Background: an optimization exercise with open tools, aiming at small area, a short achievable clock period and few clock cycles per item. Do not read the settings as production practice.
The RTL was checked by simulation tests, not by an equivalence proof against the original design.
No activity file was given, so power comes from the tool's default toggle rates.

[design/flow/run.sh]
#!/bin/bash
# synth_recipe.tcl (not shown) runs the flow's synth.tcl, then flattens the netlist and writes it again
# the make line also repeats each setting of config.mk as NAME=value (left out here)
make -C /OpenROAD-flow-scripts/flow DESIGN_CONFIG=/design/flow/config.mk WORK_HOME=/design/flow/orfs CLKGATE_MAP_FILE= SYNTH_SCRIPT=/design/flow/synth_recipe.tcl finish
[design/flow/config.mk]
export PLATFORM = sky130hd
export DESIGN_NAME = gnss_satellite_table_builder_top
export DESIGN_NICKNAME = gnss_satellite_table_builder_top
export VERILOG_FILES = /design/flow/design.v
export SDC_FILE = /design/flow/constraint.sdc
export NUM_CORES = 4
export LEC_CHECK = 0
export CAP_MARGIN = 20
export CORE_MARGIN = 2
export CORE_UTILIZATION = 40
export SETUP_SLACK_MARGIN = 3.0
export SLEW_MARGIN = 20
[design/flow/constraint.sdc]
create_clock -name core_clock -period 5.5 [get_ports {clk}]
set_input_delay 1.1000 -clock core_clock [delete_from_list [all_inputs] [get_ports {clk}]]
set_output_delay 1.1000 -clock core_clock [all_outputs]
set_load 0.01 [all_outputs]
[design/flow/design.v]
`timescale 1ns / 1ps
package gstb_pkg;
	localparam int unsigned MAX_SATS_DEF = 32;
	localparam int unsigned IN_TDATA_W  = 64;
	localparam int unsigned OUT_TDATA_W = 56;
	localparam int unsigned COUNT_W     = 6;
	localparam logic [1:0] CMD_VISIBLE = 2'd0;
	localparam logic [1:0] CMD_USED    = 2'd1;
	localparam logic [1:0] CMD_COMMIT  = 2'd2;
	localparam logic [7:0] CONST_GPS     = 8'd0;
	localparam logic [7:0] CONST_GALILEO = 8'd2;
	localparam logic [7:0] CONST_BEIDOU  = 8'd3;
	localparam logic [7:0] CONST_QZSS    = 8'd5;
	localparam logic [7:0] CONST_GLONASS = 8'd6;
	localparam logic [7:0] CONST_UNKNOWN = 8'd255;
	localparam logic [2:0] BAND_NONE = 3'd0;
	localparam logic [2:0] BAND_L1   = 3'd1;
	localparam logic [2:0] BAND_L2   = 3'd2;
	localparam logic [2:0] BAND_L5   = 3'd5;
	localparam logic signed [7:0] ELEV_NONE = -8'sd128;
	localparam logic signed [9:0] AZIM_NONE = -10'sd1;
	localparam int unsigned USED_KEY_W = 16;
	localparam int unsigned VIS_CELL_W = 46;
	localparam int unsigned VIS_CTRL_W = 18;
	typedef struct packed {
		logic [7:0] constellation;
		logic [7:0] sat;
	} used_key_t;
	typedef struct packed {
		logic [7:0]        constellation;
		logic [7:0]        sat;
		logic [6:0]        cn0;
		logic [2:0]        band;
		logic signed [7:0] elev;
		logic signed [9:0] azim;
		logic              healthy;
	} vis_entry_t;
	typedef struct packed {
		vis_entry_t entry;
		logic       used;
	} vis_cell_t;
	typedef struct packed {
		logic      shift;
		logic      mark;
		used_key_t mark_key;
	} vis_ctrl_t;
	typedef struct packed {
		logic [1:0]        cmd;
		logic [7:0]        talker_first;
		logic [7:0]        talker_second;
		logic [7:0]        signal_id;
		logic [7:0]        sat;
		logic signed [7:0] snr;
		logic [6:0]        elevation;
		logic [8:0]        azimuth;
		logic [3:0]        sys_code;
	} item_t;
	function automatic logic [7:0] talker_to_const(input logic [7:0] a, input logic [7:0] b);
		logic [7:0] c;
		c = CONST_UNKNOWN;
		if (a == "G") begin
			case (b)
				"P": c = CONST_GPS;
				"L": c = CONST_GLONASS;
				"A": c = CONST_GALILEO;
				"B": c = CONST_BEIDOU;
				"Q": c = CONST_QZSS;
				default: c = CONST_UNKNOWN;
			endcase
		end else if (a == "B" && b == "D") begin
			c = CONST_BEIDOU;
		end else if (a == "Q" && b == "Z") begin
			c = CONST_QZSS;
		end
		talker_to_const = c;
	endfunction
	function automatic logic [7:0] system_to_const(input logic [3:0] s);
		logic [7:0] c;
		case (s)
			4'd1: c = CONST_GPS;
			4'd2: c = CONST_GLONASS;
			4'd3: c = CONST_GALILEO;
			4'd4: c = CONST_BEIDOU;
			4'd5: c = CONST_QZSS;
			default: c = CONST_UNKNOWN;
		endcase
		system_to_const = c;
	endfunction
	function automatic logic [2:0] band_of(input logic [7:0] c, input logic [7:0] s);
		logic [2:0] b;
		b = BAND_NONE;
		case (c)
			CONST_GPS: begin
				if (s == 8'd0) b = BAND_L1;
				else if (s == 8'd3 || s == 8'd4) b = BAND_L2;
				else if (s == 8'd6 || s == 8'd7) b = BAND_L5;
			end
			CONST_GALILEO: begin
				if (s <= 8'd1) b = BAND_L1;
				else if (s >= 8'd3 && s <= 8'd6) b = BAND_L5;
			end
			CONST_BEIDOU: begin
				if (s <= 8'd1) b = BAND_L1;
				else if (s == 8'd2 || s == 8'd3) b = BAND_L2;
				else if (s == 8'd5 || s == 8'd7) b = BAND_L5;
			end
			CONST_QZSS: begin
				if (s <= 8'd1) b = BAND_L1;
				else if (s == 8'd4 || s == 8'd5) b = BAND_L2;
				else if (s == 8'd8 || s == 8'd9) b = BAND_L5;
			end
			CONST_GLONASS: begin
				if (s == 8'd0) b = BAND_L1;
				else if (s == 8'd2) b = BAND_L2;
			end
			default: b = BAND_NONE;
		endcase
		band_of = b;
	endfunction
endpackage
`timescale 1ns / 1ps
module gstb_used_cell (
	input  logic                clk,
	input  logic                wr_en,
	input  logic [gstb_pkg::USED_KEY_W-1:0] wr_key,
	input  logic                valid,
	input  logic [gstb_pkg::USED_KEY_W-1:0] probe,
	output logic                hit
);
	logic [gstb_pkg::USED_KEY_W-1:0] key_q;
	always_ff @(posedge clk) begin
		if (wr_en) begin
			key_q <= wr_key;
		end
	end
	assign hit = valid && (key_q == probe);
endmodule
`timescale 1ns / 1ps
module gstb_vis_cell (
	input  logic              clk,
	input  logic              wr_en,
	input  logic [gstb_pkg::VIS_CELL_W-1:0] wr_data,
	input  logic [gstb_pkg::VIS_CTRL_W-1:0] ctrl_bits,
	input  logic [gstb_pkg::VIS_CELL_W-1:0] nb_in,
	output logic [gstb_pkg::VIS_CELL_W-1:0] data
);
	gstb_pkg::vis_cell_t cell_q;
	gstb_pkg::vis_ctrl_t ctrl;
	logic      key_hit;
	assign ctrl = ctrl_bits;
	assign key_hit = (cell_q.entry.constellation == ctrl.mark_key.constellation) &&
		(cell_q.entry.sat == ctrl.mark_key.sat);
	always_ff @(posedge clk) begin
		if (wr_en) begin
			cell_q <= wr_data;
		end else if (ctrl.shift) begin
			cell_q <= nb_in;
		end else if (ctrl.mark && key_hit) begin
			cell_q.used <= 1'b1;
		end
	end
	assign data = cell_q;
endmodule
`timescale 1ns / 1ps
module gnss_satellite_table_builder_top #(
	parameter int unsigned MAX_SATS = gstb_pkg::MAX_SATS_DEF
) (
	input  logic                                clk,
	input  logic                                arst_n,
	input  logic                                s_tvalid,
	output logic                                s_tready,
	input  logic [gstb_pkg::IN_TDATA_W-1:0]     s_tdata,
	input  logic [1:0]                          s_tuser,
	output logic                                m_tvalid,
	input  logic                                m_tready,
	output logic [gstb_pkg::OUT_TDATA_W-1:0]    m_tdata,
	output logic                                m_tuser,
	output logic                                m_tlast
);
	localparam int unsigned PW = $clog2(MAX_SATS);    
	localparam int unsigned CW = PW + 1;              
	localparam int unsigned EW = 36;                  
	localparam int unsigned KW = 11;                  
	logic           rdy_q;
	logic           in_v_q;
	logic [1:0]     in_cmd_q;
	logic [59:0]    in_d_q;
	logic [EW-1:0]  vmem [MAX_SATS];
	logic [PW-1:0]  vhead_q, vtail_q;
	logic [CW-1:0]  vocc_q;
	logic [KW-1:0]  ukey [MAX_SATS];
	logic [1:0]     utag_q [MAX_SATS];
	logic [MAX_SATS-1:0] uval_q;
	logic [PW-1:0]  uwp_q;
	logic [CW-1:0]  cur_vcnt_q;
	logic [CW-1:0]  cur_ucnt_q;
	logic [1:0]     cur_tag_q;
	logic           rd_act_q;
	logic           rd_mark_q;
	logic [CW-1:0]  rd_rem_q;
	logic [CW-1:0]  rd_cnt_q;
	logic [1:0]     rd_tag_q;
	logic           pd_v_q;
	logic [CW-1:0]  pd_cnt_q;
	logic [1:0]     pd_tag_q;
	logic           h_v_q;
	logic [EW-1:0]  h_e_q;
	logic           h_mark_q;
	logic           h_last_q;
	logic [1:0]     h_tag_q;
	logic [CW-1:0]  h_cnt_q;
	logic           o_v_q;
	logic [2:0]     o_code_q;
	logic           o_unk_q;
	logic [7:0]     o_sat_q;
	logic [6:0]     o_cn0_q;
	logic [2:0]     o_band_q;
	logic [6:0]     o_el_q;
	logic [8:0]     o_az_q;
	logic           o_nr_q;
	logic           o_sol_q;
	logic           o_hl_q;
	logic [5:0]     o_cnt_q;
	logic           o_user_q;
	logic           o_last_q;
	logic [7:0] ta, tb, sig, sat, snr;
	logic [6:0] el;
	logic [8:0] az;
	logic [3:0] sys;
	logic [2:0] vcode;
	logic [1:0] vband;
	logic [2:0] ucode;
	logic       uknown;
	logic [6:0] cn0;
	assign ta  = in_d_q[7:0];
	assign tb  = in_d_q[15:8];
	assign sig = in_d_q[23:16];
	assign sat = in_d_q[31:24];
	assign snr = in_d_q[39:32];
	assign el  = in_d_q[46:40];
	assign az  = in_d_q[55:47];
	assign sys = in_d_q[59:56];
	always_comb begin
		vcode = 3'd7;
		if (ta == "G") begin
			case (tb)
				"P": vcode = 3'd0;
				"L": vcode = 3'd6;
				"A": vcode = 3'd2;
				"B": vcode = 3'd3;
				"Q": vcode = 3'd5;
				default: vcode = 3'd7;
			endcase
		end else if (ta == "B" && tb == "D") begin
			vcode = 3'd3;
		end else if (ta == "Q" && tb == "Z") begin
			vcode = 3'd5;
		end
	end
	always_comb begin
		vband = 2'd0;
		case (vcode)
			3'd0: begin
				if (sig == 8'd0) vband = 2'd1;
				else if (sig == 8'd3 || sig == 8'd4) vband = 2'd2;
				else if (sig == 8'd6 || sig == 8'd7) vband = 2'd3;
			end
			3'd2: begin
				if (sig <= 8'd1) vband = 2'd1;
				else if (sig >= 8'd3 && sig <= 8'd6) vband = 2'd3;
			end
			3'd3: begin
				if (sig <= 8'd1) vband = 2'd1;
				else if (sig == 8'd2 || sig == 8'd3) vband = 2'd2;
				else if (sig == 8'd5 || sig == 8'd7) vband = 2'd3;
			end
			3'd5: begin
				if (sig <= 8'd1) vband = 2'd1;
				else if (sig == 8'd4 || sig == 8'd5) vband = 2'd2;
				else if (sig == 8'd8 || sig == 8'd9) vband = 2'd3;
			end
			3'd6: begin
				if (sig == 8'd0) vband = 2'd1;
				else if (sig == 8'd2) vband = 2'd2;
			end
			default: vband = 2'd0;
		endcase
	end
	always_comb begin
		uknown = 1'b1;
		ucode  = 3'd7;
		case (sys)
			4'd1: ucode = 3'd0;
			4'd2: ucode = 3'd6;
			4'd3: ucode = 3'd2;
			4'd4: ucode = 3'd3;
			4'd5: ucode = 3'd5;
			default: uknown = 1'b0;
		endcase
	end
	assign cn0 = snr[7] ? 7'd0 : snr[6:0];
	logic is_vis, is_used, is_cmt;
	logic vstore, ustore;
	logic blocked, consume;
	logic vwr, uwr, cmt;
	assign is_vis  = in_v_q && (in_cmd_q == gstb_pkg::CMD_VISIBLE);
	assign is_used = in_v_q && (in_cmd_q == gstb_pkg::CMD_USED);
	assign is_cmt  = in_v_q && (in_cmd_q == gstb_pkg::CMD_COMMIT);
	assign vstore = (sat != 8'd0) && (cur_vcnt_q != CW'(MAX_SATS));
	assign ustore = (sat != 8'd0) && uknown && (cur_ucnt_q != CW'(MAX_SATS));
	assign blocked = (is_vis && vstore && vocc_q[PW]) ||
		(is_used && ustore && uval_q[uwp_q]) ||
		(is_cmt && rd_act_q && pd_v_q);
	assign consume = in_v_q && !blocked;
	assign vwr = consume && is_vis && vstore;
	assign uwr = consume && is_used && ustore;
	assign cmt = consume && is_cmt;
	logic       in_v_nx;
	logic [1:0] cmd_nx;
	logic       vis_ok_nx, used_ok_nx, cmt_ok_nx;
	logic [PW-1:0] uwp1;
	assign s_tready = rdy_q;
	assign in_v_nx = rdy_q ? s_tvalid : (in_v_q && !consume);
	assign cmd_nx  = rdy_q ? s_tuser : in_cmd_q;
	assign uwp1    = uwp_q + 1'b1;
	assign vis_ok_nx  = (vocc_q < CW'(MAX_SATS - 1));
	assign used_ok_nx = !uval_q[uwp1];
	assign cmt_ok_nx  = !pd_v_q && !(is_cmt && rd_act_q);
	always_ff @(posedge clk or negedge arst_n) begin
		if (!arst_n) begin
			rdy_q  <= 1'b1;
			in_v_q <= 1'b0;
		end else begin
			in_v_q <= in_v_nx;
			rdy_q  <= !in_v_nx ||
				(cmd_nx == gstb_pkg::CMD_VISIBLE && vis_ok_nx) ||
				(cmd_nx == gstb_pkg::CMD_USED && used_ok_nx) ||
				(cmd_nx == gstb_pkg::CMD_COMMIT && cmt_ok_nx) ||
				(cmd_nx == 2'd3);
		end
	end
	always_ff @(posedge clk) begin
		if (rdy_q) begin
			in_cmd_q <= s_tuser;
			in_d_q   <= s_tdata[59:0];
		end
	end
	logic h_adv, o_adv, rd_fire, rd_pop, rd_done;
	assign o_adv   = !o_v_q || m_tready;
	assign h_adv   = !h_v_q || o_adv;
	assign rd_fire = rd_act_q && h_adv;
	assign rd_pop  = rd_fire && !rd_mark_q;
	assign rd_done = rd_fire && (rd_mark_q || rd_rem_q == CW'(1));
	always_ff @(posedge clk) begin
		if (vwr) vmem[vtail_q] <= {vcode, sat, cn0, vband, el, az};
	end
	always_ff @(posedge clk) begin
		if (uwr) ukey[uwp_q] <= {ucode, sat};
	end
	logic free_ev;
	assign free_ev = o_adv && h_v_q && h_last_q;
	always_ff @(posedge clk or negedge arst_n) begin
		if (!arst_n) begin
			uval_q <= '0;
		end else begin
			for (int j = 0; j < MAX_SATS; j++) begin
				if (uwr && uwp_q == PW'(j)) uval_q[j] <= 1'b1;
				else if (free_ev && utag_q[j] == h_tag_q) uval_q[j] <= 1'b0;
			end
		end
	end
	always_ff @(posedge clk) begin
		for (int j = 0; j < MAX_SATS; j++) begin
			if (uwr && uwp_q == PW'(j)) utag_q[j] <= cur_tag_q;
		end
	end
	always_ff @(posedge clk or negedge arst_n) begin
		if (!arst_n) begin
			vhead_q    <= '0;
			vtail_q    <= '0;
			vocc_q     <= '0;
			uwp_q      <= '0;
			cur_vcnt_q <= '0;
			cur_ucnt_q <= '0;
			cur_tag_q  <= 2'd0;
			rd_act_q   <= 1'b0;
			pd_v_q     <= 1'b0;
		end else begin
			if (vwr) vtail_q <= vtail_q + 1'b1;
			if (rd_pop) vhead_q <= vhead_q + 1'b1;
			vocc_q <= vocc_q + CW'(vwr) - CW'(rd_pop);
			if (uwr) uwp_q <= uwp_q + 1'b1;
			if (cmt) begin
				cur_vcnt_q <= '0;
				cur_ucnt_q <= '0;
				cur_tag_q  <= cur_tag_q + 1'b1;
			end else begin
				if (vwr) cur_vcnt_q <= cur_vcnt_q + 1'b1;
				if (uwr) cur_ucnt_q <= cur_ucnt_q + 1'b1;
			end
			if (!rd_act_q || rd_done) begin
				rd_act_q <= pd_v_q || cmt;
				pd_v_q   <= pd_v_q && cmt;
			end else if (cmt) begin
				pd_v_q   <= 1'b1;
			end
		end
	end
	logic rd_load;
	logic pd_load;
	logic [CW-1:0] rd_src_cnt;
	logic [1:0]    rd_src_tag;
	assign rd_load    = (!rd_act_q || rd_done) && (pd_v_q || cmt);
	assign pd_load    = cmt && !((!rd_act_q || rd_done) && !pd_v_q);
	assign rd_src_cnt = pd_v_q ? pd_cnt_q : cur_vcnt_q;
	assign rd_src_tag = pd_v_q ? pd_tag_q : cur_tag_q;
	always_ff @(posedge clk) begin
		if (rd_load) begin
			rd_mark_q <= (rd_src_cnt == '0);
			rd_rem_q  <= rd_src_cnt;
			rd_cnt_q  <= rd_src_cnt;
			rd_tag_q  <= rd_src_tag;
		end else if (rd_pop) begin
			rd_rem_q  <= rd_rem_q - 1'b1;
		end
		if (pd_load) begin
			pd_cnt_q <= cur_vcnt_q;
			pd_tag_q <= cur_tag_q;
		end
	end
	always_ff @(posedge clk or negedge arst_n) begin
		if (!arst_n) begin
			h_v_q <= 1'b0;
		end else if (h_adv) begin
			h_v_q <= rd_act_q;
		end
	end
	always_ff @(posedge clk) begin
		if (rd_fire) begin
			h_e_q    <= rd_mark_q ? {3'd7, 33'd0} : vmem[vhead_q];
			h_mark_q <= rd_mark_q;
			h_last_q <= rd_mark_q || (rd_rem_q == CW'(1));
			h_tag_q  <= rd_tag_q;
			h_cnt_q  <= rd_cnt_q;
		end
	end
	logic [2:0] h_code;
	logic [7:0] h_sat;
	logic [6:0] h_cn0;
	logic [1:0] h_band;
	logic [6:0] h_el;
	logic [8:0] h_az;
	logic       h_nr;
	logic [MAX_SATS-1:0] hit;
	assign {h_code, h_sat, h_cn0, h_band, h_el, h_az} = h_e_q;
	assign h_nr = (h_el == 7'd0) && (h_az == 9'd0);
	for (genvar j = 0; j < MAX_SATS; j++) begin : g_hit
		assign hit[j] = uval_q[j] && (utag_q[j] == h_tag_q) && (ukey[j] == {h_code, h_sat});
	end
	always_ff @(posedge clk or negedge arst_n) begin
		if (!arst_n) begin
			o_v_q <= 1'b0;
		end else if (o_adv) begin
			o_v_q <= h_v_q;
		end
	end
	always_ff @(posedge clk) begin
		if (o_adv && h_v_q) begin
			o_code_q <= h_code;
			o_unk_q  <= (h_code == 3'd7);
			o_sat_q  <= h_sat;
			o_cn0_q  <= h_cn0;
			o_band_q <= {h_band == 2'd3, h_band == 2'd2, h_band[0]};
			o_el_q   <= h_el;
			o_az_q   <= h_az | {9{h_nr}};
			o_nr_q   <= h_nr;
			o_sol_q  <= |hit;
			o_hl_q   <= |h_cn0;
			o_cnt_q  <= 6'(h_cnt_q);
			o_user_q <= h_mark_q;
			o_last_q <= h_last_q;
		end
	end
	assign m_tvalid = o_v_q;
	assign m_tdata  = {4'd0, o_cnt_q, o_hl_q, o_sol_q, o_nr_q, o_az_q, o_nr_q, o_el_q,
		o_band_q, o_cn0_q, o_sat_q, {5{o_unk_q}}, o_code_q};
	assign m_tuser  = o_user_q;
	assign m_tlast  = o_last_q;
endmodule
==> impl_metrics.py, run 1 <==
metrics = {
    "clock_network": {
        "cts.path.max_buffers": 3,
        "clock_insertion_delay_worst_skew_ns": 0.87,
        "ctsHtreeMaxLevel": 4,
        "tritoncts.num_buffers": 186,
        "ctsRootBufferMaster": "clkbuf_16",
        "cts_tree": "yes",
        "clkSinkCount": 1821,
        "clk_pin_slew_worst_paths_ns": 0.06,
    },
    "drt": {
        "avgRoutedWirePerCell_um": 33.4,
        "vias_per_cell": 5.86,
        "vias": 40700,
        "final_antenna_net_count": 0,
        "totalWireLength_um": 233000,
        "drt-pass1-iter-count": 5,
        "detailedRoute.firstIterationViolations": 5304,
        "post-route-drc-count": 0,
    },
    "worst_setup_path": {
        "required_ns": 6.19,
        "cp.arrival_ns": 3.61,
        "start_kind": "flop",
        "timing.critical_path.fanout_max": 16,
        "kind_of_capture_point_of_the_worst_setup_path": "flop",
        "worst-setup-path-type": "reg2reg",
    },
    "floorplanning": {
        "design.core.area_um2": 179000,
        "boundaryPins": 130,
        "initial_utilization": 0.403,
        "rows": 155,
        "fp.dieArea_um2": 183000,
        "die_height_um": 428,
        "die-width_um": 428,
    },
    "yosys": {
        "yosys.cell_types.count": 68,
        "yosys_synthesis_warning_count": 2,
        "yosys.area_share.adder": 0.00476,
        "ys_dominant_reg_cell": "edfxtp_1",
        "yosysSeqAreaShare": 0.754,
        "post_synth_mux_area_share": 0.126,
        "synth-edff-count": 1746,
        "main_combinational_cell_family_by_area_after_synthesis": "multiplexers",
        "asyncSetResetFlopFracSynth": 0.0401,
        "gate_count_after_technology_mapping": 3588,
        "synth.area.top_cells": "edfxtp_1 73%, mux4_2 12%, xnor2_1 5.2%",
        "complex_gate_fraction_of_the_synthesized_area": 0.0118,
        "synth-xor-area-share": 0.0539,
        "ys_seq_elements": 1821,
        "mappedNetlistArea_um2": 72000,
        "synth_area_leader_cell": "edfxtp_1",
        "synthesis.area_per_instance_um2": 20.1,
        "yosys.area.top_type_share": 0.728,
        "synth_simple_gate_area_frac": 0.0356,
    },
    "sta": {
        "achievable-frequency_ghz": 0.343,
        "tightestPinTransition_ns": 1.32,
        "layout_min_cycle_time_ns": 2.91,
        "hold_viol_final": 0,
        "setup_total_negative_slack_ns": 0,
        "timing.hold.ws_ns": 0.294,
        "finalSetupViolCount": 0,
        "final.setup_skew_ns": 0.0581,
        "finalMaxSlewViolations": 0,
        "rsz0062_at_grt": "yes",
        "max-slew-margin-rel": 0.121,
        "layout_worst_path_cycle_share": 0.529,
    },
    "place": {
        "port-buffer-count": 121,
        "dp_hpwl_um": 96200,
        "postPlaceCellArea_um2": 77600,
        "final_weighted_congestion_in_routability_driven_placement": 0.765,
    },
    "power_and_ir_drop": {
        "p_switching_w": 0.0133,
        "internal-power_w": 0.0299,
        "clkPwrFrac": 0.295,
        "power_density_nw_per_um2": 450,
        "power.switching_fraction": 0.308,
        "power_frac_comb": 0.298,
        "report.power.total_w": 0.0431,
        "leakagePower_nw": 31.5,
        "seq_power_share": 0.408,
        "vdd_ir_drop_max_mv": 0.282,
    },
    "layout": {
        "final_area_um2": 95800,
        "nets": 4531,
        "final_layout_size_suffix_gt1_frac": 0.365,
        "area_growth_from_synthesis_to_layout_pct": 33.0,
    },
    "global_routing": {
        "grt_start_max_net_pins": 76,
        "global_route_wire_length_before_repair_um": 300000,
        "grt_use_total": 0.232,
        "grt_antenna_before_repair": 7,
        "first_global_vias": 38700,
        "grt.overflow.total": 0,
    },
    "flow_run": {
        "timing.max_cap.violations": 0,
    },
    "outcome": {
        "status": "no timing/DRC/antenna violations",
    },
    "min_path": {
        "worstHoldPathType": "in2async",
    },
}
-- logic make-up (layout without fill, tap and decap cells) --
kind of cell | Yosys count | in the layout
xor+xnor | 443 | 443
fa+ha+maj | 27 | 27
mux | 443 | 443
flops | 1821 | 1821
compound gates | 130 | 132
simple gates | 487 | 491
buf+inv | 236 | 1231
other cells | 1 | 9
-- critical path, cell delays in order, from the launching register on --
cell	delay [ns]
edfxtp_1	0.44
or4b_1	0.53
or4_4	0.51
o41ai_4	0.10
nand2_4	0.11
or4_4	0.45
a311oi_4	0.27
buf_12	0.17
buf_12	0.15
-- final cells by class --
| cell class | instances | area, um^2 |
|---|---|---|
| fillers | 13300 | 82800 |
| flip-flops and latches | 1821 | 54300 |
| well taps | 2355 | 2950 |
| repair buffers | 848 | 13500 |
| diodes | 5 | 12.5 |
| inverters | 37 | 151 |
| multi-input cells | 1540 | 18700 |
| repair inverters | 1 | 7.51 |
| clock inverters | 103 | 1180 |
| clock buffers | 242 | 4950 |
-- path summary, 6_finish.rpt --
check | from | to | slack [ns] | cells past startpoint
max in group asynchronous | arst_n | uwp_q[1] | 4.15 | 2
setup reg to reg | in_d_q[9] | vmem[3][17] | 2.59 | 8
hold / removal | arst_n | cur_ucnt_q[4] | 0.29 | 1
hold reg to reg | h_cnt_q[3] | o_cnt_q[3] | 0.42 | 0
setup / recovery | in_d_q[9] | vmem[3][17] | 2.59 | 8
min in group core_clock | h_cnt_q[3] | o_cnt_q[3] | 0.42 | 0
-- routing by layer --
layer	track usage	up-vias	wire, um
met4	0.100	4	13100
met5	0	-	24
met2	0.380	2420	113000
li1	-	16200	-
met3	0.0424	578	21100
met1	0.305	21500	85400
-- sequential cells by signal (all words and copies together) (netlist names), 6 cells and up --
| name | count |
|---|---|
| vmem | 1152 |
| ukey | 352 |
| utag_q | 64 |
| in_d_q | 60 |
| h_e_q | 36 |
| uval_q | 32 |
| o_az_q | 9 |
| o_sat_q | 8 |
| o_cn0_q | 7 |
| o_el_q | 7 |
| cur_ucnt_q | 6 |
| cur_vcnt_q | 6 |
| h_cnt_q | 6 |
| o_cnt_q | 6 |
| pd_cnt_q | 6 |
| rd_cnt_q | 6 |
| rd_rem_q | 6 |
| vocc_q | 6 |
-- cell usage after synthesis (4+ instances only) --
master    count
a211o_1       8
a211oi_1      4
a21oi_1      13
and2_1        4
and3_1        4
buf_1        40
buf_2        54
buf_4        15
clkbuf_1     90
dfrtp_1      72
edfxtp_1   1746
ha_1         25
inv_1        36
mux2_2        5
mux2i_1      68
mux4_2      370
nand2_1      74
nand2b_1     19
nand3_1      16
nand3b_1      5
nand4_1     107
nor2_1      107
nor2b_1      17
nor3_1       56
nor4_1       55
o21ai_0      50
o31ai_1      25
or3_1         4
or3b_2        4
xnor2_1     424
xor2_1       19
-- repair_timing --
action | 4_1_cts | 5_1_grt
pin swaps | 108 | 89
hold buffers | 0 | 0
cloned | 124 | 64
setup buffers | 338 | 92
endpoints found under the setup margin | 1842 | 1792
resized for setup | 729 | 217
-- power groups by stage --
| stage | Combinational (W) | Clock [W] | Sequential (W) |
|---|---|---|---|
| 5_1_grt | 0.0134 | 0.0134 | 0.0177 |
| 4_1_cts | 0.0122 | 0.0128 | 0.0176 |
| 3_5_place_dp | 0.00952 | 0 | 0.0182 |
| 2_1_floorplan | 0.00688 | 0 | 0.0174 |
| 6_report | 0.0128 | 0.0127 | 0.0176 |
| 3_3_place_gp | 0.00947 | 0 | 0.0182 |
-- cell usage in the layout, fill, tap and decap left out, types with 19 or more instances in the layout --
| cell type | synthesis | final |
|---|---|---|
| edfxtp_1 | 1746 | 1746 |
| xnor2_1 | 424 | 422 |
| mux4_2 | 370 | 370 |
| clkbuf_16 | 0 | 239 |
| buf_12 | 0 | 199 |
| buf_6 | 0 | 153 |
| buf_4 | 15 | 138 |
| buf_16 | 0 | 134 |
| nand4_1 | 107 | 107 |
| nand2_1 | 74 | 67 |
| clkdlybuf4s50_1 | 0 | 64 |
| dfrtp_1 | 72 | 60 |
| nor2_4 | 0 | 58 |
| mux2i_1 | 68 | 53 |
| buf_8 | 0 | 52 |
| buf_2 | 54 | 52 |
| clkbuf_1 | 90 | 47 |
| nor3_4 | 0 | 45 |
| nor2_1 | 107 | 44 |
| nor4_1 | 55 | 39 |
| o21ai_0 | 50 | 38 |
| clkinv_2 | 0 | 34 |
| clkinv_1 | 1 | 31 |
| inv_1 | 36 | 29 |
| xor2_1 | 19 | 19 |
-- through the flow --
step	setup WS, ns	util	cells
final	2.59	0.536	6952
after global routing	2.50	0.536	6949
after CTS	2.58	0.518	6789
after detailed placement	1.51	0.434	5982
after global placement	1.48	0.434	5982
after floorplan	2.12	-	3591
Testbench counts, summed over its fixed seeds: cycles 16,416, items 16,018.
==> run 2: changes to the inputs <==
--- a/design/flow/config.mk
+++ b/design/flow/config.mk
@@ -8,5 +8,4 @@
 export CAP_MARGIN = 20
 export CORE_MARGIN = 2
 export CORE_UTILIZATION = 40
-export SETUP_SLACK_MARGIN = 3.0
 export SLEW_MARGIN = 20
==> run 2 against run 1 <==
Effect of this change:
- synthesized cell count is the same
- total power shrank 8.2%
- fmax shrank 20%
- non-clock buffer count shrank 571
- sequential share of layout area grew 8.6 points
- synthesized area is the same
- cell count shrank 8.5%
- register-to-register slack lost 0.75 ns
- critical endpoint is now vmem[11][5]
==> impl_metrics.py, run 2 <==
metrics = {
    "outcome": {
        "status": "no timing/DRC/antenna violations",
    },
    "floorplanning": {
        "design.core.area_um2": 179000,
        "rows": 155,
        "boundaryPins": 130,
        "die_height_um": 428,
        "fp.dieArea_um2": 183000,
        "initial_utilization": 0.403,
        "die-width_um": 428,
    },
    "yosys": {
        "synth.area.top_cells": "edfxtp_1 73%, mux4_2 12%, xnor2_1 5.2%",
        "yosys.cell_types.count": 68,
        "yosys.area.top_type_share": 0.728,
        "synth_area_leader_cell": "edfxtp_1",
        "ys_seq_elements": 1821,
        "yosysSeqAreaShare": 0.754,
        "gate_count_after_technology_mapping": 3588,
        "mappedNetlistArea_um2": 72000,
        "yosys.area_share.adder": 0.00476,
        "yosysMostFrequentCell": "edfxtp_1",
        "synthesis.area_per_instance_um2": 20.1,
        "complex_gate_fraction_of_the_synthesized_area": 0.0118,
        "synth-edff-count": 1746,
        "asyncSetResetFlopFracSynth": 0.0401,
        "ys_dominant_reg_cell": "edfxtp_1",
        "main_combinational_cell_family_by_area_after_synthesis": "multiplexers",
        "yosys_synthesis_warning_count": 2,
        "synth_simple_gate_area_frac": 0.0356,
        "synth_commonest_cells": "1,746 x edfxtp_1, 424 x xnor2_1, 370 x mux4_2",
        "post_synth_mux_area_share": 0.126,
        "synth-xor-area-share": 0.0539,
    },
    "layout": {
        "final_area_um2": 83200,
        "largestRegisters": "vmem x1152, ukey x352, utag_q x64",
        "regArea_um2": 54300,
        "largest_register_ffs": 1152,
        "area_growth_from_synthesis_to_layout_pct": 15.5,
        "nFillCells": 14800,
        "nets": 3951,
        "final_util": 0.466,
        "multiInputGateArea_um2": 17100,
        "registers.top_by_ff_count": "vmem",
        "layout_commonest_cell": "edfxtp_1",
        "final_cell_mix": "1,746 x edfxtp_1, 424 x xnor2_1, 370 x mux4_2, 185 x clkbuf_16, 124 x buf_4",
        "final_layout_size_suffix_gt1_frac": 0.212,
        "number_of_diodes": 0,
    },
    "worst_setup_path": {
        "path_common_cell": "buf_4",
        "worst-setup-path-type": "reg2reg",
        "rr_startpoint": "cur_vcnt_q[0]",
        "ff2ff_setup_slack_ns": 1.84,
        "timing.critical_path.fanout_max": 15,
        "maximum_single_stage_delay_on_the_critical_path_ns": 0.80,
        "cp.arrival_ns": 4.14,
        "critPathSlowestCell": "nor2_4",
        "kind_of_capture_point_of_the_worst_setup_path": "flop",
        "cp.buffers_inverters": 3,
        "crit_family": "simple AND/OR/NAND/NOR gates",
        "path_cells": "inv_1 -> ha_1 -> nor4b_1 -> a21o_1 -> nor4_2 -> buf_4 -> nand2_1 -> nor2_4 -> buf_4",
        "required_ns": 5.98,
        "start_kind": "flop",
        "worst_setup_path_startpoint": "cur_vcnt_q[0]",
    },
    "place": {
        "dpl_worst_slack_ns": 1.61,
        "final_weighted_congestion_in_routability_driven_placement": 0.785,
        "port-buffer-count": 121,
        "postPlaceCellArea_um2": 77200,
        "dp_hpwl_um": 99300,
    },
    "min_path": {
        "worstHoldPathType": "in2async",
    },
    "clock_network": {
        "clock_insertion_delay_worst_skew_ns": 0.83,
        "clkSinkCount": 1821,
        "number_of_hold_buffers_added_after_cts": 0,
        "ctsRootBufferMaster": "clkbuf_16",
        "clk_pin_slew_worst_paths_ns": 0.06,
        "cts_setup_buffers": 0,
        "cts.path.max_buffers": 3,
        "tritoncts.num_buffers": 184,
        "cts_tree": "yes",
        "ctsHtreeMaxLevel": 4,
        "cts-resized-gates": 0,
    },
    "sta": {
        "layout_min_cycle_time_ns": 3.66,
        "worst_slack_ns": 1.84,
        "achievable-frequency_ghz": 0.273,
        "finalMaxSlewViolations": 0,
        "setup_total_negative_slack_ns": 0,
        "rsz0062_at_grt": "no",
        "layout_worst_path_cycle_share": 0.665,
        "max-slew-margin-rel": 0.237,
        "final.setup_skew_ns": 0.0355,
        "finalSetupViolCount": 0,
        "tightestPinTransition_ns": 1.14,
        "hold_viol_final": 0,
    },
    "drt": {
        "vias": 35100,
        "final_antenna_net_count": 0,
        "routed-wl-met2_um": 90400,
        "totalWireLength_um": 176000,
        "avgRoutedWirePerCell_um": 27.8,
        "vias_per_cell": 5.52,
        "top_layer": "met5",
        "detailroute.wirelength.met3_um": 8770,
        "drt-pass1-iter-count": 5,
        "wl_met1_um": 73300,
        "detailedRoute.firstIterationViolations": 3381,
        "post-route-drc-count": 0,
    },
    "global_routing": {
        "grt.overflow.total": 0,
        "grt_start_max_net_pins": 76,
        "global_route_wire_length_before_repair_um": 256000,
        "first_global_vias": 35900,
        "grt_antenna_before_repair": 2,
        "grt_use_total": 0.192,
    },
    "power_and_ir_drop": {
        "power_density_nw_per_um2": 476,
        "leakagePower_nw": 25.9,
        "vdd_ir_drop_max_mv": 0.303,
    },
    "flow_run": {
        "timing.max_cap.violations": 0,
    },
}
==> run 2: cell counts after synthesis <==
No cell type changed its count.
==> run 2: final timing paths <==
path / to / cells after the start
setup / recovery: vmem[11][5] / 9
min in group core_clock: h_cnt_q[2] / 0
max in group asynchronous: vhead_q[4] / 2
setup reg to reg: vmem[11][5] / 9
hold reg to reg: h_cnt_q[2] / 0
hold / removal: uval_q[15] / 1
==> run 2: layout make-up <==
| type | instances | area share |
|---|---|---|
| Sequential cell | 1821 | 0.653 |
| Multi-Input combinational cell | 1534 | 0.205 |
| Timing Repair Buffer | 277 | 0.0336 |
| Tap cell | 2355 | 0.0354 |
| Inverter | 37 | 0.00167 |
| Clock inverter | 95 | 0.0130 |
| Clock buffer | 239 | 0.0585 |
==> run 2: routing by layer <==
metal,track usage,vias to the layer above
li1,-,14900
met1,0.255,18900
met2,0.332,1034
met3,0.0249,260
met4,0.0509,2
met5,0,-
==> run 2: metrics by stage <==
stage	hold WS, ns	instances	total power [W]
5_1_grt	0.259	6358	0.0411
3_5_place_dp	0.405	6024	0.0277
2_1_floorplan	0.400	3591	0.0240
3_3_place_gp	0.403	6023	0.0276
4_1_cts	0.213	6358	0.0400
6_report	0.256	6358	0.0396
==> run 2: cells by family (layout without fill, tap and decap cells) <==
logic type,after synthesis,count (layout)
DFF,1821,1821
muxes,443,443
buffers and inverters,236,648
AOI/OAI and AO/OA,130,130
and+or+nand+nor,487,487
adders and majority gates,27,27
xor gates and xnor gates,443,443
other,1,4
==> run 2: power by group <==
group | internal [W] | switching [W] | total, W
clock | 0.00704 | 0.00533 | 0.0124
combinational | 0.00445 | 0.00478 | 0.00923
sequential | 0.0166 | 0.00142 | 0.0180
total | 0.0281 | 0.0115 | 0.0396
==> run 2: worst reg2reg max path: stages (launching register included) <==
cell     delay [ns]
dfrtp_1        0.46
inv_1          0.07
ha_1           0.19
nor4b_1        0.14
a21o_1         0.22
nor4_2         0.13
buf_4          0.30
nand2_1        0.57
nor2_4         0.80
buf_4          0.43
==> run 3: changes to the inputs <==
--- a/design/flow/design.v
+++ b/design/flow/design.v
@@ -181,65 +181,20 @@
 	localparam int unsigned CW = PW + 1;              
 	localparam int unsigned EW = 36;                  
 	localparam int unsigned KW = 11;                  
-	logic           rdy_q;
-	logic           in_v_q;
-	logic [1:0]     in_cmd_q;
-	logic [59:0]    in_d_q;
-	logic [EW-1:0]  vmem [MAX_SATS];
-	logic [PW-1:0]  vhead_q, vtail_q;
-	logic [CW-1:0]  vocc_q;
-	logic [KW-1:0]  ukey [MAX_SATS];
-	logic [1:0]     utag_q [MAX_SATS];
-	logic [MAX_SATS-1:0] uval_q;
-	logic [PW-1:0]  uwp_q;
-	logic [CW-1:0]  cur_vcnt_q;
-	logic [CW-1:0]  cur_ucnt_q;
-	logic [1:0]     cur_tag_q;
-	logic           rd_act_q;
-	logic           rd_mark_q;
-	logic [CW-1:0]  rd_rem_q;
-	logic [CW-1:0]  rd_cnt_q;
-	logic [1:0]     rd_tag_q;
-	logic           pd_v_q;
-	logic [CW-1:0]  pd_cnt_q;
-	logic [1:0]     pd_tag_q;
-	logic           h_v_q;
-	logic [EW-1:0]  h_e_q;
-	logic           h_mark_q;
-	logic           h_last_q;
-	logic [1:0]     h_tag_q;
-	logic [CW-1:0]  h_cnt_q;
-	logic           o_v_q;
-	logic [2:0]     o_code_q;
-	logic           o_unk_q;
-	logic [7:0]     o_sat_q;
-	logic [6:0]     o_cn0_q;
-	logic [2:0]     o_band_q;
-	logic [6:0]     o_el_q;
-	logic [8:0]     o_az_q;
-	logic           o_nr_q;
-	logic           o_sol_q;
-	logic           o_hl_q;
-	logic [5:0]     o_cnt_q;
-	logic           o_user_q;
-	logic           o_last_q;
 	logic [7:0] ta, tb, sig, sat, snr;
-	logic [6:0] el;
-	logic [8:0] az;
 	logic [3:0] sys;
 	logic [2:0] vcode;
 	logic [1:0] vband;
 	logic [2:0] ucode;
 	logic       uknown;
+	logic       satnz;
 	logic [6:0] cn0;
-	assign ta  = in_d_q[7:0];
-	assign tb  = in_d_q[15:8];
-	assign sig = in_d_q[23:16];
-	assign sat = in_d_q[31:24];
-	assign snr = in_d_q[39:32];
-	assign el  = in_d_q[46:40];
-	assign az  = in_d_q[55:47];
-	assign sys = in_d_q[59:56];
+	assign ta  = s_tdata[7:0];
+	assign tb  = s_tdata[15:8];
+	assign sig = s_tdata[23:16];
+	assign sat = s_tdata[31:24];
+	assign snr = s_tdata[39:32];
+	assign sys = s_tdata[59:56];
 	always_comb begin
 		vcode = 3'd7;
 		if (ta == "G") begin
@@ -298,37 +253,87 @@
 			default: uknown = 1'b0;
 		endcase
 	end
-	assign cn0 = snr[7] ? 7'd0 : snr[6:0];
+	assign satnz = (sat != 8'd0);
+	assign cn0   = snr[7] ? 7'd0 : snr[6:0];
+	logic           rdy_q;
+	logic           in_v_q;
+	logic           f_vis_q;        
+	logic           f_used_q;       
+	logic           f_cmt_q;        
+	logic [EW-1:0]  in_e_q;         
+	always_ff @(posedge clk) begin
+		if (rdy_q) begin
+			f_vis_q  <= (s_tuser == gstb_pkg::CMD_VISIBLE) && satnz;
+			f_used_q <= (s_tuser == gstb_pkg::CMD_USED) && satnz && uknown;
+			f_cmt_q  <= (s_tuser == gstb_pkg::CMD_COMMIT);
+			in_e_q   <= {s_tuser[0] ? ucode : vcode, sat, cn0, vband, s_tdata[46:40], s_tdata[55:47]};
+		end
+	end
+	logic [EW-1:0]  vmem [MAX_SATS];
+	logic [PW-1:0]  vhead_q, vtail_q;
+	logic [CW-1:0]  vocc_q;
+	logic [KW-1:0]  ukey [MAX_SATS];
+	logic [1:0]     utag_q [MAX_SATS];
+	logic [MAX_SATS-1:0] uval_q;
+	logic [PW-1:0]  uwp_q;
+	logic           ufull_q;        
+	logic [CW-1:0]  cur_vcnt_q;
+	logic [CW-1:0]  cur_ucnt_q;
+	logic [1:0]     cur_tag_q;
+	logic           rd_act_q;
+	logic           rd_mark_q;
+	logic [CW-1:0]  rd_rem_q;
+	logic [CW-1:0]  rd_cnt_q;
+	logic [1:0]     rd_tag_q;
+	logic           pd_v_q;
+	logic [CW-1:0]  pd_cnt_q;
+	logic [1:0]     pd_tag_q;
+	logic           h_v_q;
+	logic [EW-1:0]  h_e_q;
+	logic           h_mark_q;
+	logic           h_last_q;
+	logic [1:0]     h_tag_q;
+	logic [CW-1:0]  h_cnt_q;
+	logic           o_v_q;
+	logic [2:0]     o_code_q;
+	logic           o_unk_q;
+	logic [7:0]     o_sat_q;
+	logic [6:0]     o_cn0_q;
+	logic [2:0]     o_band_q;
+	logic [6:0]     o_el_q;
+	logic [8:0]     o_az_q;
+	logic           o_nr_q;
+	logic           o_sol_q;
+	logic           o_hl_q;
+	logic [5:0]     o_cnt_q;
+	logic           o_user_q;
+	logic           o_last_q;
 	logic is_vis, is_used, is_cmt;
-	logic vstore, ustore;
 	logic blocked, consume;
 	logic vwr, uwr, cmt;
-	assign is_vis  = in_v_q && (in_cmd_q == gstb_pkg::CMD_VISIBLE);
-	assign is_used = in_v_q && (in_cmd_q == gstb_pkg::CMD_USED);
-	assign is_cmt  = in_v_q && (in_cmd_q == gstb_pkg::CMD_COMMIT);
-	assign vstore = (sat != 8'd0) && (cur_vcnt_q != CW'(MAX_SATS));
-	assign ustore = (sat != 8'd0) && uknown && (cur_ucnt_q != CW'(MAX_SATS));
-	assign blocked = (is_vis && vstore && vocc_q[PW]) ||
-		(is_used && ustore && uval_q[uwp_q]) ||
+	assign is_vis  = in_v_q && f_vis_q && !cur_vcnt_q[PW];
+	assign is_used = in_v_q && f_used_q && !cur_ucnt_q[PW];
+	assign is_cmt  = in_v_q && f_cmt_q;
+	assign blocked = (is_vis && vocc_q[PW]) || (is_used && ufull_q) ||
 		(is_cmt && rd_act_q && pd_v_q);
 	assign consume = in_v_q && !blocked;
-	assign vwr = consume && is_vis && vstore;
-	assign uwr = consume && is_used && ustore;
-	assign cmt = consume && is_cmt;
+	assign vwr = is_vis && !vocc_q[PW];
+	assign uwr = is_used && !ufull_q;
+	assign cmt = is_cmt && !(rd_act_q && pd_v_q);
 	logic       in_v_nx;
 	logic [1:0] cmd_nx;
 	logic       vis_ok_nx, used_ok_nx, cmt_ok_nx;
 	logic [PW-1:0] uwp1;
 	assign s_tready = rdy_q;
 	assign in_v_nx = rdy_q ? s_tvalid : (in_v_q && !consume);
-	assign cmd_nx  = rdy_q ? s_tuser : in_cmd_q;
+	assign cmd_nx  = rdy_q ? s_tuser : {f_cmt_q, f_used_q};
 	assign uwp1    = uwp_q + 1'b1;
-	assign vis_ok_nx  = (vocc_q < CW'(MAX_SATS - 1));
+	assign vis_ok_nx  = !vocc_q[PW] && !((vocc_q[PW-1:0] == '1) && vwr);
 	assign used_ok_nx = !uval_q[uwp1];
 	assign cmt_ok_nx  = !pd_v_q && !(is_cmt && rd_act_q);
 	always_ff @(posedge clk or negedge arst_n) begin
 		if (!arst_n) begin
-			rdy_q  <= 1'b1;
+			rdy_q  <= 1'b0;
 			in_v_q <= 1'b0;
 		end else begin
 			in_v_q <= in_v_nx;
@@ -339,12 +344,6 @@
 				(cmd_nx == 2'd3);
 		end
 	end
-	always_ff @(posedge clk) begin
-		if (rdy_q) begin
-			in_cmd_q <= s_tuser;
-			in_d_q   <= s_tdata[59:0];
-		end
-	end
 	logic h_adv, o_adv, rd_fire, rd_pop, rd_done;
 	assign o_adv   = !o_v_q || m_tready;
 	assign h_adv   = !h_v_q || o_adv;
@@ -352,10 +351,10 @@
 	assign rd_pop  = rd_fire && !rd_mark_q;
 	assign rd_done = rd_fire && (rd_mark_q || rd_rem_q == CW'(1));
 	always_ff @(posedge clk) begin
-		if (vwr) vmem[vtail_q] <= {vcode, sat, cn0, vband, el, az};
+		if (vwr) vmem[vtail_q] <= in_e_q;
 	end
 	always_ff @(posedge clk) begin
-		if (uwr) ukey[uwp_q] <= {ucode, sat};
+		if (uwr) ukey[uwp_q] <= in_e_q[EW-1 -: KW];
 	end
 	logic free_ev;
 	assign free_ev = o_adv && h_v_q && h_last_q;
@@ -380,6 +379,7 @@
 			vtail_q    <= '0;
 			vocc_q     <= '0;
 			uwp_q      <= '0;
+			ufull_q    <= 1'b0;
 			cur_vcnt_q <= '0;
 			cur_ucnt_q <= '0;
 			cur_tag_q  <= 2'd0;
@@ -390,6 +390,7 @@
 			if (rd_pop) vhead_q <= vhead_q + 1'b1;
 			vocc_q <= vocc_q + CW'(vwr) - CW'(rd_pop);
 			if (uwr) uwp_q <= uwp_q + 1'b1;
+			ufull_q <= uwr ? uval_q[uwp1] : uval_q[uwp_q];
 			if (cmt) begin
 				cur_vcnt_q <= '0;
 				cur_ucnt_q <= '0;
@@ -435,9 +436,18 @@
 			h_v_q <= rd_act_q;
 		end
 	end
+	logic [MAX_SATS-1:0] vsel;
+	logic [EW-1:0]       vrd;
+	always_comb begin
+		vrd = '0;
+		for (int i = 0; i < MAX_SATS; i++) begin
+			vsel[i] = (vhead_q == PW'(i));
+			vrd = vrd | ({EW{vsel[i]}} & vmem[i]);
+		end
+	end
 	always_ff @(posedge clk) begin
 		if (rd_fire) begin
-			h_e_q    <= rd_mark_q ? {3'd7, 33'd0} : vmem[vhead_q];
+			h_e_q    <= rd_mark_q ? {3'd7, 33'd0} : vrd;
 			h_mark_q <= rd_mark_q;
 			h_last_q <= rd_mark_q || (rd_rem_q == CW'(1));
 			h_tag_q  <= rd_tag_q;
--- a/design/flow/config.mk
+++ b/design/flow/config.mk
@@ -7,5 +7,9 @@
 export LEC_CHECK = 0
 export CAP_MARGIN = 20
 export CORE_MARGIN = 2
-export CORE_UTILIZATION = 40
+export CORE_UTILIZATION = 65
+export CTS_CLUSTER_DIAMETER = 100
+export CTS_CLUSTER_SIZE = 30
+export PLACE_DENSITY = 0.75
+export SETUP_SLACK_MARGIN = 3.0
 export SLEW_MARGIN = 20
==> run 3 against run 2 <==
Effect of this change:
- non-clock buffer count grew 162
- utilization grew 27 points
- clock power shrank 48%
- via count grew 17%
- cell count shrank 11%
- count of clock-buffer cells in the layout shrank 148
- sequential share of layout area grew 4.1 points
- setup slack gained 0.89 ns
- final area shrank 7.0%
- largest cell class unchanged
- largest power group unchanged
==> impl_metrics.py, run 3 <==
metrics = {
    "worst_setup_path": {
        "cp.arrival_ns": 3.21,
        "required_ns": 5.94,
        "kind_of_capture_point_of_the_worst_setup_path": "flop",
        "ff2ff_setup_slack_ns": 2.73,
        "timing.critical_path.fanout_max": 6,
        "worst-setup-path-type": "reg2reg",
        "r2r.worst_path.cells": 9,
        "start_kind": "flop",
    },
    "yosys": {
        "synthesis.area_per_instance_um2": 17.4,
        "synth_area_leader_cell": "edfxtp_1",
        "asyncSetResetFlopFracSynth": 0.0411,
        "synth-edff-count": 1725,
        "ys_seq_elements": 1799,
        "ys_dominant_reg_cell": "edfxtp_1",
        "yosys.area.top_type_share": 0.756,
        "mappedNetlistArea_um2": 68500,
        "yosysMostFrequentCell": "edfxtp_1",
        "synth_commonest_cells": "1,725 x edfxtp_1, 445 x a22oi_1, 435 x xnor2_1",
        "yosys_synthesis_warning_count": 2,
        "yosys.cell_types.count": 64,
        "yosysSeqAreaShare": 0.783,
        "synth.area.top_cells": "edfxtp_1 76%, xnor2_1 5.6%, a22oi_1 4.9%",
        "gate_count_after_technology_mapping": 3948,
    },
    "sta": {
        "hold_viol_final": 0,
        "rsz0062_at_grt": "yes",
        "finalMaxSlewViolations": 0,
        "final.setup_skew_ns": 0.0478,
        "finalSetupViolCount": 0,
        "tightestPinTransition_ns": 1.12,
        "achievable-frequency_ghz": 0.361,
        "max-slew-margin-rel": 0.251,
        "setup_total_negative_slack_ns": 0,
        "timing.hold.ws_ns": 0.430,
        "layout_worst_path_cycle_share": 0.503,
        "layout_min_cycle_time_ns": 2.77,
    },
    "global_routing": {
        "grt_antenna_before_repair": 0,
        "first_global_vias": 38800,
        "grt_start_max_net_pins": 65,
        "global_route_wire_length_before_repair_um": 280000,
        "grt.overflow.total": 0,
        "grt_use_total": 0.372,
    },
    "flow_run": {
        "timing.max_cap.violations": 0,
    },
    "floorplanning": {
        "initial_utilization": 0.653,
        "die-width_um": 329,
        "design.core.area_um2": 105000,
        "boundaryPins": 130,
        "fp.dieArea_um2": 108000,
        "die_height_um": 329,
        "rows": 119,
    },
    "clock_network": {
        "cts_tree": "yes",
        "clock_insertion_delay_worst_skew_ns": 0.73,
        "cts.path.max_buffers": 3,
        "ctsRootBufferMaster": "clkbuf_16",
        "number_of_hold_buffers_added_after_cts": 0,
        "ctsHtreeMaxLevel": 3,
        "tritoncts.num_buffers": 70,
        "clkSinkCount": 1799,
        "clk_pin_slew_worst_paths_ns": 0.11,
    },
    "drt": {
        "totalWireLength_um": 203000,
        "avgRoutedWirePerCell_um": 35.9,
        "detailedRoute.firstIterationViolations": 7760,
        "vias": 41100,
        "vias_per_cell": 7.26,
        "final_antenna_net_count": 0,
        "post-route-drc-count": 0,
        "drt-pass1-iter-count": 8,
    },
    "place": {
        "port-buffer-count": 121,
        "final_weighted_congestion_in_routability_driven_placement": 0.844,
        "dp_hpwl_um": 105000,
    },
    "min_path": {
        "worstHoldPathType": "reg2reg",
        "min_delay_path_depth": 0,
    },
    "power_and_ir_drop": {
        "vdd_ir_drop_max_mv": 0.439,
        "power_density_nw_per_um2": 426,
        "leakagePower_nw": 24.1,
    },
    "layout": {
        "registers.top_by_ff_count": "vmem",
        "largest_register_ffs": 1152,
        "final_layout_size_suffix_gt1_frac": 0.151,
        "largestRegisters": "vmem x1152, ukey x352, utag_q x64",
        "layout_commonest_cell": "edfxtp_1",
        "area_growth_from_synthesis_to_layout_pct": 12.9,
        "nFillCells": 6124,
        "nets": 4341,
        "final_cell_mix": "1,725 x edfxtp_1, 440 x a22oi_1, 435 x xnor2_1, 216 x nand4_1, 194 x buf_4",
    },
    "outcome": {
        "status": "no timing/DRC/antenna violations",
    },
}
[run 3: changes by cell type after synthesis, sizes merged, moves of 25 or more]
cell,delta
mux4,-350
nor2,+86
a21oi,+26
clkbuf,+46
a222oi,+67
mux2i,-51
nor3,-41
o31ai,-25
nand3,+27
nand4,+109
a22oi,+442
[run 3: through the flow]
step	instances	setup WS [ns]	util	total power (W)	area, um^2
floorplan	3951	2.44	-	0.0221	68800
global placement	5386	1.84	0.689	0.0252	72400
detailed placement	5390	1.73	0.690	0.0254	72400
CTS	5625	2.84	0.730	0.0324	76600
global route	5661	2.70	0.737	0.0338	77400
finish	5662	2.73	0.737	0.0330	77400
[run 3: worst max-delay path: stages, from the launching register on]
cell	delay (ns)
dfrtp_1	0.40
buf_6	0.14
ha_4	0.17
and3_4	0.20
ha_4	0.23
buf_12	0.18
a222oi_1	0.36
nand4_1	0.31
nor4_4	0.44
nor2_2	0.06
[run 3: logic make-up (layout without fill, tap and decap cells)]
group,count (synthesis),after routing,synth area share
multiplexers,39,39,0.00938
adder cells (fa/ha/maj),29,29,0.00537
XOR/XNOR,447,447,0.0571
other,1,5,0.0000547
AO/OA/AOI/OAI,676,676,0.0733
buffers and inverters,267,578,0.0168
AND/OR/NAND/NOR,690,698,0.0550
flip-flops,1799,1799,0.783
[run 3: area by class of cell]
cell class / count / area, um^2 / share of cell area
antenna: 1 / 2.50 / 0.0000323
multi-input combinational: 1893 / 15100 / 0.195
inverter: 40 / 156 / 0.00202
clock buffer: 91 / 1890 / 0.0245
timing repair buffer: 439 / 4700 / 0.0607
tap: 1391 / 1740 / 0.0225
clock inverter: 8 / 80.1 / 0.00104
sequential: 1799 / 53700 / 0.694
[run 3: what timing repair did]
| action | in CTS | in global routing |
|---|---|---|
| gates resized for setup | 343 | 105 |
| buffers inserted | 126 | 30 |
| gates cloned | 10 | 4 |
| endpoints found under the hold margin | 0 | 0 |
| endpoints found under the setup margin | 1673 | 308 |
| pin swaps | 88 | 85 |
[run 3: metal layers]
metal	global-route usage	up-vias	part of all wire
met5	0	-	0
met4	0.163	0	0.053
met3	0.0991	627	0.16
met2	0.555	3771	0.45
met1	0.526	20500	0.34
li1	-	16200	-
[run 3: power breakdown]
part           switching (W)  internal (W)  total, W
registers           0.000949        0.0166    0.0176
clock network        0.00394       0.00248   0.00641
logic                0.00555       0.00343   0.00899
total                 0.0104        0.0225    0.0330
[run 3: final timing paths]
kind	endpoint	from
worst max register to register	h_e_q[5]	vhead_q[1]
min in group asynchronous	uval_q[2]	arst_n
worst max-delay path	h_e_q[5]	vhead_q[1]
worst min register to register	h_cnt_q[5]	rd_cnt_q[5]
max in group asynchronous	vhead_q[2]	arst_n
worst min-delay path	h_cnt_q[5]	rd_cnt_q[5]
Testbench counts of run 3, summed over its fixed seeds: cycles 16,356, items 16,018.
==> run 4: changes to the inputs <==
--- a/design/flow/design.v
+++ b/design/flow/design.v
@@ -387,7 +387,7 @@
 			pd_v_q     <= 1'b0;
 		end else begin
 			if (vwr) vtail_q <= vtail_q + 1'b1;
-			if (rd_pop) vhead_q <= vhead_q + 1'b1;
+			vhead_q <= vhead_nx;
 			vocc_q <= vocc_q + CW'(vwr) - CW'(rd_pop);
 			if (uwr) uwp_q <= uwp_q + 1'b1;
 			ufull_q <= uwr ? uval_q[uwp1] : uval_q[uwp_q];
@@ -436,13 +436,19 @@
 			h_v_q <= rd_act_q;
 		end
 	end
-	logic [MAX_SATS-1:0] vsel;
+	logic [MAX_SATS-1:0] vsel_q;
+	logic [PW-1:0]       vhead_nx;
 	logic [EW-1:0]       vrd;
+	assign vhead_nx = rd_pop ? vhead_q + 1'b1 : vhead_q;
+	always_ff @(posedge clk) begin
+		for (int i = 0; i < MAX_SATS; i++) begin
+			vsel_q[i] <= (vhead_nx == PW'(i));
+		end
+	end
 	always_comb begin
 		vrd = '0;
 		for (int i = 0; i < MAX_SATS; i++) begin
-			vsel[i] = (vhead_q == PW'(i));
-			vrd = vrd | ({EW{vsel[i]}} & vmem[i]);
+			vrd = vrd | ({EW{vsel_q[i]}} & vmem[i]);
 		end
 	end
 	always_ff @(posedge clk) begin
==> run 4 against run 3 <==
Effect of this change:
- synthesized cell count grew 0.71%
- total power increased by 1.1%
- fmax increased by 2.8%
- final area shrank 2.0%
- sequential cell count rose by 32
- non-clock buffer count decreased by 123
- via count shrank 2.3%
==> impl_metrics.py, run 4 <==
metrics = {
    "drt": {
        "final_antenna_net_count": 0,
        "detailedRoute.firstIterationViolations": 6196,
        "drt-pass1-iter-count": 17,
        "totalWireLength_um": 197000,
        "post-route-drc-count": 0,
        "vias": 40100,
        "vias_per_cell": 7.22,
        "avgRoutedWirePerCell_um": 35.4,
    },
    "yosys": {
        "yosysSeqAreaShare": 0.785,
        "asyncSetResetFlopFracSynth": 0.0404,
        "gate_count_after_technology_mapping": 3976,
        "yosysMostFrequentCell": "edfxtp_1",
        "synthesis.area_per_instance_um2": 17.4,
        "synth-edff-count": 1725,
        "synth_area_leader_cell": "edfxtp_1",
        "mappedNetlistArea_um2": 69200,
        "yosys.area.top_type_share": 0.749,
        "synth.area.top_cells": "edfxtp_1 75%, xnor2_1 5.5%, a22oi_1 3.0%",
        "ys_seq_elements": 1831,
        "ys_dominant_reg_cell": "edfxtp_1",
        "yosys_synthesis_warning_count": 2,
        "yosys.cell_types.count": 66,
        "synth_commonest_cells": "1,725 x edfxtp_1, 436 x xnor2_1, 277 x a22oi_1",
    },
    "flow_run": {
        "timing.max_cap.violations": 0,
    },
    "place": {
        "dp_hpwl_um": 105000,
        "postPlaceCellArea_um2": 72500,
        "final_weighted_congestion_in_routability_driven_placement": 0.839,
        "dpl_worst_slack_ns": 1.63,
        "port-buffer-count": 121,
    },
    "power_and_ir_drop": {
        "leakagePower_nw": 23.4,
        "internal-power_w": 0.0226,
        "p_switching_w": 0.0107,
        "vdd_ir_drop_max_mv": 0.359,
        "power_frac_comb": 0.251,
        "seq_power_share": 0.556,
        "power.switching_fraction": 0.322,
        "clkPwrFrac": 0.193,
        "power_density_nw_per_um2": 439,
    },
    "clock_network": {
        "tritoncts.num_buffers": 71,
        "ctsHtreeMaxLevel": 3,
        "clock_insertion_delay_worst_skew_ns": 0.70,
        "clk_pin_slew_worst_paths_ns": 0.12,
        "cts.path.max_buffers": 3,
        "ctsRootBufferMaster": "clkbuf_16",
        "clkSinkCount": 1831,
        "cts_tree": "yes",
    },
    "layout": {
        "final_cell_mix": "1,725 x edfxtp_1, 436 x xnor2_1, 277 x a22oi_1, 215 x nand4_1",
        "largestRegisters": "vmem x1152, ukey x352, utag_q x64",
        "area_growth_from_synthesis_to_layout_pct": 9.64,
        "layout_commonest_cell": "edfxtp_1",
        "registers.top_by_ff_count": "vmem",
        "final_util": 0.719,
        "final_area_um2": 75800,
        "largest_register_ffs": 1152,
        "nets": 4235,
        "final_layout_size_suffix_gt1_frac": 0.113,
    },
    "floorplanning": {
        "rows": 119,
        "initial_utilization": 0.656,
        "fp.dieArea_um2": 109000,
        "die-width_um": 330,
        "boundaryPins": 130,
        "die_height_um": 330,
        "design.core.area_um2": 105000,
    },
    "sta": {
        "timing.hold.ws_ns": 0.357,
        "max-slew-margin-rel": 0.230,
        "layout_worst_path_cycle_share": 0.490,
        "setup_total_negative_slack_ns": 0,
        "layout_min_cycle_time_ns": 2.69,
        "tightestPinTransition_ns": 1.15,
        "rsz0062_at_grt": "yes",
        "finalMaxSlewViolations": 0,
        "hold_viol_final": 0,
        "finalSetupViolCount": 0,
        "achievable-frequency_ghz": 0.371,
        "final.setup_skew_ns": 0.0536,
        "worst_slack_ns": 2.81,
    },
    "worst_setup_path": {
        "worst-setup-path-type": "reg2reg",
        "start_kind": "flop",
        "cp.arrival_ns": 3.11,
        "kind_of_capture_point_of_the_worst_setup_path": "flop",
        "timing.critical_path.fanout_max": 14,
        "required_ns": 5.91,
    },
    "global_routing": {
        "grt_use_total": 0.362,
        "first_global_vias": 38500,
        "global_route_wire_length_before_repair_um": 275000,
        "grt_start_max_net_pins": 65,
        "grt_antenna_before_repair": 3,
        "grt.overflow.total": 0,
    },
    "outcome": {
        "status": "no timing/DRC/antenna violations",
    },
    "min_path": {
        "worstHoldPathType": "in2async",
    },
}
run 4: cell count changes after synthesis, moves of 25 or more:
cell	delta
buf_2	-26
a222oi_1	-64
a22o_1	+134
nand3_1	-31
a22oi_1	-168
a221oi_1	+133
dfxtp_1	+32
buf_1	+25
nor3_1	+34
run 4: final timing paths:
check | startpoint | end | slack [ns] | cells after the start
max | vsel_q[29] | h_e_q[10] | 2.81 | 6
min | arst_n | ufull_q | 0.36 | 1
min reg2reg | rd_cnt_q[0] | h_cnt_q[0] | 0.43 | 0
max in group asynchronous | arst_n | uwp_q[0] | 4.00 | 2
min in group core_clock | rd_cnt_q[0] | h_cnt_q[0] | 0.43 | 0
max reg2reg | vsel_q[29] | h_e_q[10] | 2.81 | 6
run 4: kinds of logic after synthesis:
family | count (synthesis) | share of synthesized area
AOI/OAI and AO/OA | 691 | 0.0778
xor gates and xnor gates | 450 | 0.0571
adders and majority gates | 25 | 0.00456
buffers and inverters | 275 | 0.0165
DFF | 1831 | 0.785
muxes | 40 | 0.00876
other | 1 | 0.0000542
and+or+nand+nor | 663 | 0.0503
run 4: through the flow:
stage	power [W]	cells
3_5_place_dp	0.0267	5377
3_3_place_gp	0.0265	5377
2_1_floorplan	0.0230	3979
5_1_grt	0.0343	5559
4_1_cts	0.0330	5543
6_report	0.0333	5562
run 4: timing repair:
action,CTS,global route
pin swaps,40,23
cloned,8,1
hold buffers,0,0
gates resized for setup,265,49
buffers inserted,59,15
endpoints found under the setup margin,1644,371
run 4: area by class of cell:
cell class	count	area [um^2]
Antenna cell	3	7.51
Clock inverter	6	75.1
Sequential cell	1831	54400
Fill cell	6446	29600
Clock buffer	93	1880
Tap cell	1391	1740
Multi-Input combinational cell	1881	14600
Timing Repair Buffer	316	3050
Inverter	41	154
run 4: critical path: stages (launching register included):
cell	delay [ns]
dfxtp_2	0.52
buf_4	0.31
a22o_1	0.23
a221oi_1	0.31
nand4_1	0.20
nor3_1	0.72
nor2_1	0.10
run 4: power by group through the flow:
stage / registers [W] / clock network, W / logic [W]
2_1_floorplan: 0.0181 / 0 / 0.00495
3_3_place_gp: 0.0187 / 0 / 0.00774
3_5_place_dp: 0.0188 / 0 / 0.00788
4_1_cts: 0.0184 / 0.00641 / 0.00814
5_1_grt: 0.0186 / 0.00683 / 0.00884
6_report: 0.0185 / 0.00642 / 0.00838
run 4: routing by layer:
layer,track usage,routed length (um)
met3,0.0755,26300
met5,0,79
met4,0.189,12600
met2,0.579,92800
met1,0.475,65300
Testbench counts of run 4, summed over its fixed seeds: cycles 16,356, items 16,018.

## separate check: timing with driven ports
The flow's constraints put no driver on any port. The routed layouts listed below were extracted and timed again, unchanged, in two steps.
Step 1 sets driving cells, clkbuf_16 on the clock port and buf_2 on the other inputs (assumed; they add their load-dependent delay and slew).
Step 2 times the ports against the registers' clock, not the clock port: input delays grow and output delays shrink by t, the midpoint of the rising clock arrivals with the driver on.
a / b / c = no drivers / after step 1 / after step 2; a / b = the first two.
| run | shift t [ns] | slack for setup (ns) | worst setup path after step 2 | worst slew at a driven data input, ns | pins driven straight from the clock port |
|---|---|---|---|---|---|
| run 1 | 0.933 | 2.588 / 2.572 / 1.974 | input to register | 0.25 | 1 |
| run 2 | 0.887 | 1.842 / 1.842 / 1.606 | input to register | 0.07 | 1 |
| run 3 | 0.782 | 2.731 / 2.731 / 2.277 | input to register | 0.08 | 1 |
| run 4 | 0.755 | 2.806 / 2.806 / 2.356 | input to register | 0.06 | 1 |
After both steps every run listed still meets setup and hold. For run 1, which loses most, drivers alone change the setup slack by -0.016 ns; drivers and shift together by -0.614 ns.
